Context: an optimization exercise on an open-source flow, tuned for small area. The choices shown serve that exercise and are no tape-out recipe.
Function was checked by simulation only, so behaviour that the tests miss may differ from the original.
Power and IR drop assume default switching activity.

// commandTimers
module commandTimers
(
    input  wire logic                         clk,
    input  wire logic                         arstN,
    input  wire logic                         ioInAck,
    output logic                              ioInReq,
    input  wire logic [3:0]                   minorOpcodeIn,
    input  wire logic [3:0]                   registerDestIn,
    input  wire logic [16-1:0] dataAddrIn,
    input  wire logic [16-1:0] dataIn,
    output logic      [8-1:0]      timerOutAck,
    input  wire logic [8-1:0]      timerOutReq,
    output logic [8*5-1:0]        resultOut
);
==> flow/config.mk <==
export PLATFORM = sky130hd
export DESIGN_NAME = commandTimers
export DESIGN_NICKNAME = commandTimers
export VERILOG_FILES = /design/flow/design.v
export SDC_FILE = /design/flow/constraint.sdc
export NUM_CORES = 4
export LEC_CHECK = 0
export CAP_MARGIN = 0
export CORE_MARGIN = 2
export CORE_UTILIZATION = 60
export CTS_BUF_LIST = sky130_fd_sc_hd__clkbuf_8
export CTS_CLUSTER_DIAMETER = 60
export CTS_CLUSTER_SIZE = 18
export SLEW_MARGIN = 0
==> flow/constraint.sdc <==
create_clock -name core_clock -period 7.0 [get_ports {clk}]
set_input_delay 1.4000 -clock core_clock [delete_from_list [all_inputs] [get_ports {clk}]]
set_output_delay 1.4000 -clock core_clock [all_outputs]
set_load 0.01 [all_outputs]
standard.sh (not shown) runs the stock make flow with config.mk's settings and CLKGATE_MAP_FILE= SYNTH_SCRIPT=/design/flow/synth_recipe.tcl, a recipe that flattens the netlist after the stock synthesis.
==> flow/flow/run.sh <==
#!/bin/bash
# The standard layout, with single-drive port buffers and a clock tree
# built from mid-size buffers without dummy loads.
set -euo pipefail
export BUFFER_PORTS_ARGS="-buffer_cell sky130_fd_sc_hd__buf_1"
export CTS_ARGS="-sink_clustering_enable -repair_clock_nets -buf_list sky130_fd_sc_hd__clkbuf_8 -sink_clustering_size 18 -sink_clustering_max_diameter 60 -dont_use_dummy_load"
bash standard.sh > standard.log 2>&1
Then changed:
--- a/flow/config.mk
+++ b/flow/config.mk
@@ -6,9 +6,9 @@
 export NUM_CORES = 4
 export LEC_CHECK = 0
-export CAP_MARGIN = 0
+export CAP_MARGIN = 20
 export CORE_MARGIN = 2
-export CORE_UTILIZATION = 60
+export CORE_UTILIZATION = 75
 export CTS_BUF_LIST = sky130_fd_sc_hd__clkbuf_8
 export CTS_CLUSTER_DIAMETER = 60
 export CTS_CLUSTER_SIZE = 18
-export SLEW_MARGIN = 0
+export SLEW_MARGIN = 20
After rerunning: Sequential power is about the same; critical path depth rises by 1; core utilization climbs by 16 points; die area goes down by about 20%; setup slack hardly moves.


Another version of the RTL of commandTimers (not shown whole).
For scale: roughly 1100 cells after synthesis, about 370 flip-flops, ~100 I/O pins, roughly 12000 um^2 of cells after synthesis.
Design commandTimers, start of the top module:
module commandTimers
(
    input  wire logic                         clk,
    input  wire logic                         arstN,
    input  wire logic                         ioInAck,
    output logic                              ioInReq,
    input  wire logic [3:0]                   minorOpcodeIn,
    input  wire logic [3:0]                   registerDestIn,
    input  wire logic [16-1:0] dataAddrIn,
    input  wire logic [16-1:0] dataIn,
    output logic      [8-1:0]      timerOutAck,
    input  wire logic [8-1:0]      timerOutReq,
    output logic [8*5-1:0]        resultOut
);
    localparam int NT = 8;
    logic [2:0]  phase;
    logic [15:0] lowHalf;
    logic        cmdValid;
    logic        pStore;
    logic        pBusy;      
    logic [2:0]  pSel;
    logic [3:0]  pTag;
    logic        beatFire;
    logic        highFire;
    logic        setWrite;
    logic [2:0]  sel;
    logic [26:0] waitTime;
    logic        prescale;
    logic [31:0] scaledWait;
    logic        waitOk;
    logic [11:0] highBits;   
    logic        late;       
    logic [2:0]  ringSel;
    logic [26:0] ringWait;
    logic        ringPrescale;
    logic [31:0] ringScaled;
    logic        ringWrite;
    logic [2:0]  ringPos;
    logic [2:0]  ringUntil;
    logic [2:0]  untilPass;
    logic [3:0]  spanOffset;
    logic [4:0]  spanLow;
    logic [27:0] passSpan;
    logic        nearIn;
    logic [2:0]  lastLoIn;
    logic [27:0]   ring [NT];
    logic [NT-1:0] ringBorrow;
    logic          passZero;
    logic [2:0]    lastLo [NT];
    logic [NT-1:0] near;       
    logic [NT-1:0] busy;
    logic [NT-1:0] waitPending;
    logic [NT-1:0] slotTag0, slotTag1, slotTag2, slotTag3;
    logic [NT-1:0] slotData;
    logic [NT-1:0] ready;
  ...
export LEC_CHECK = 0
export CAP_MARGIN = 20
export CORE_MARGIN = 2
export CORE_UTILIZATION = 70
export CTS_BUF_LIST = sky130_fd_sc_hd__clkbuf_8
export CTS_CLUSTER_DIAMETER = 60
export CTS_CLUSTER_SIZE = 18
export SLEW_MARGIN = 20
create_clock -name core_clock -period 7.0 [get_ports {clk}]
==> flow/flow/run.sh <==
#!/bin/bash
# The standard layout with three changes:
#  - synthesis maps the logic with ABC's area-oriented mapper (amap) instead
#    of the delay-oriented script; registers, passes and naming are unchanged
#  - single-drive port buffers
#  - a clock tree of mid-size buffers without dummy loads
set -euo pipefail
work=$PWD

# A copy of ORFS's scripts that differs only in the ABC area script
rm -rf "$work/scripts"
cp -r "$FLOW_HOME/scripts" "$work/scripts"
printf 'strash\ndc2\ndch -f\namap\ntopo\nstime -c\ndnsize -c\n' > "$work/scripts/abc_area.script"

export BUFFER_PORTS_ARGS="-buffer_cell sky130_fd_sc_hd__buf_1"
export CTS_ARGS="-sink_clustering_enable -repair_clock_nets -buf_list sky130_fd_sc_hd__clkbuf_8 -sink_clustering_size 18 -sink_clustering_max_diameter 60 -dont_use_dummy_load"

bash standard.sh SCRIPTS_DIR="$work/scripts" ABC_AREA=1 synth > "$work/synth.log" 2>&1
bash standard.sh finish > "$work/layout.log" 2>&1
The first run produced a clean layout.
Rerun with:
--- a/flow/flow/run.sh
+++ b/flow/flow/run.sh
@@ -15,3 +15,3 @@
 export BUFFER_PORTS_ARGS="-buffer_cell sky130_fd_sc_hd__buf_1"
-export CTS_ARGS="-sink_clustering_enable -repair_clock_nets -buf_list sky130_fd_sc_hd__clkbuf_8 -sink_clustering_size 18 -sink_clustering_max_diameter 60 -dont_use_dummy_load"
+export CTS_ARGS="-sink_clustering_enable -repair_clock_nets -buf_list sky130_fd_sc_hd__clkbuf_8 -sink_clustering_size 20 -sink_clustering_max_diameter 90 -dont_use_dummy_load"
 
What happened:
- critical path depth goes down by 1
- die area stays the same
- clock-buffer cell count goes down by 2
- register-to-register slack is better by 0.06 ns
- via count is about the same
Rerun with:
--- a/flow/flow/run.sh
+++ b/flow/flow/run.sh
@@ -15,3 +15,3 @@
 export BUFFER_PORTS_ARGS="-buffer_cell sky130_fd_sc_hd__buf_1"
-export CTS_ARGS="-sink_clustering_enable -repair_clock_nets -buf_list sky130_fd_sc_hd__clkbuf_8 -sink_clustering_size 20 -sink_clustering_max_diameter 90 -dont_use_dummy_load"
+export CTS_ARGS="-sink_clustering_enable -repair_clock_nets -buf_list {sky130_fd_sc_hd__clkbuf_4 sky130_fd_sc_hd__clkbuf_8} -sink_clustering_size 18 -sink_clustering_max_diameter 60 -dont_use_dummy_load"
 
Cell area stays flat. Global-route usage grows by 0.12 points. Via count stays flat. Total power grows by 0.79%. Hold slack loses 0.013 ns. Worst setup slack loses 0.059 ns.
Rerun with:
--- a/flow/flow/run.sh
+++ b/flow/flow/run.sh
@@ -15,3 +15,3 @@
 export BUFFER_PORTS_ARGS="-buffer_cell sky130_fd_sc_hd__buf_1"
-export CTS_ARGS="-sink_clustering_enable -repair_clock_nets -buf_list {sky130_fd_sc_hd__clkbuf_4 sky130_fd_sc_hd__clkbuf_8} -sink_clustering_size 18 -sink_clustering_max_diameter 60 -dont_use_dummy_load"
+export CTS_ARGS="-sink_clustering_enable -repair_clock_nets -buf_list sky130_fd_sc_hd__clkbuf_8 -sink_clustering_size 22 -sink_clustering_max_diameter 45 -dont_use_dummy_load"
 
Effect:
- The new run ran to the end with no violations
- design area rose slightly
- setup slack got worse by 0.020 ns
- first-iteration DRC count is lower by roughly a tenth
- global-route usage goes up by 0.43 points
- maximum frequency drops slightly
- power increases by a few percent

## re-timing with driven ports
The results above use ideal ports. As a check the final layouts listed here were re-extracted and re-timed, cells and wires unchanged. Step 1, drivers: a clkbuf_16 drives clk and a buf_2 each remaining input, both assumed. Step 2, shift: input delay + t, output delay - t, t = (earliest + latest rising clock arrival at the registers) / 2. This alone moves slack from input paths to output paths. Three values: ideal, step 1, step 2; two values: the first two.
run | shift t [ns] | setup slack, ns | worst setup path after step 2 | clock arrival spread, ns | worst data-port slew with drivers (ns)
the first run of note 1 | 0.595 | 1.481 / 1.481 / 0.982 | input to register | 0.043 / 0.043 | 0.07
the second run of note 1 | 0.585 | 1.479 / 1.501 / 0.916 | input to register | 0.032 / 0.031 | 0.07
the first run of note 2 | 0.585 | 2.017 / 2.017 / 1.568 | input to register | 0.053 / 0.053 | 0.05
the second run of note 2 | 0.567 | 2.076 / 2.076 / 1.601 | input to register | 0.071 / 0.071 | 0.05
the third run of note 2 | 0.585 | 2.017 / 2.017 / 1.568 | input to register | 0.053 / 0.053 | 0.05
the fourth run of note 2 | 0.567 | 1.997 / 1.997 / 1.512 | input to register | 0.053 / 0.052 | 0.05
After both steps every run listed still meets setup and hold. The setup slack of the second run of note 1, which loses most, moves by +0.022 ns with the drivers and by -0.563 ns with both steps.
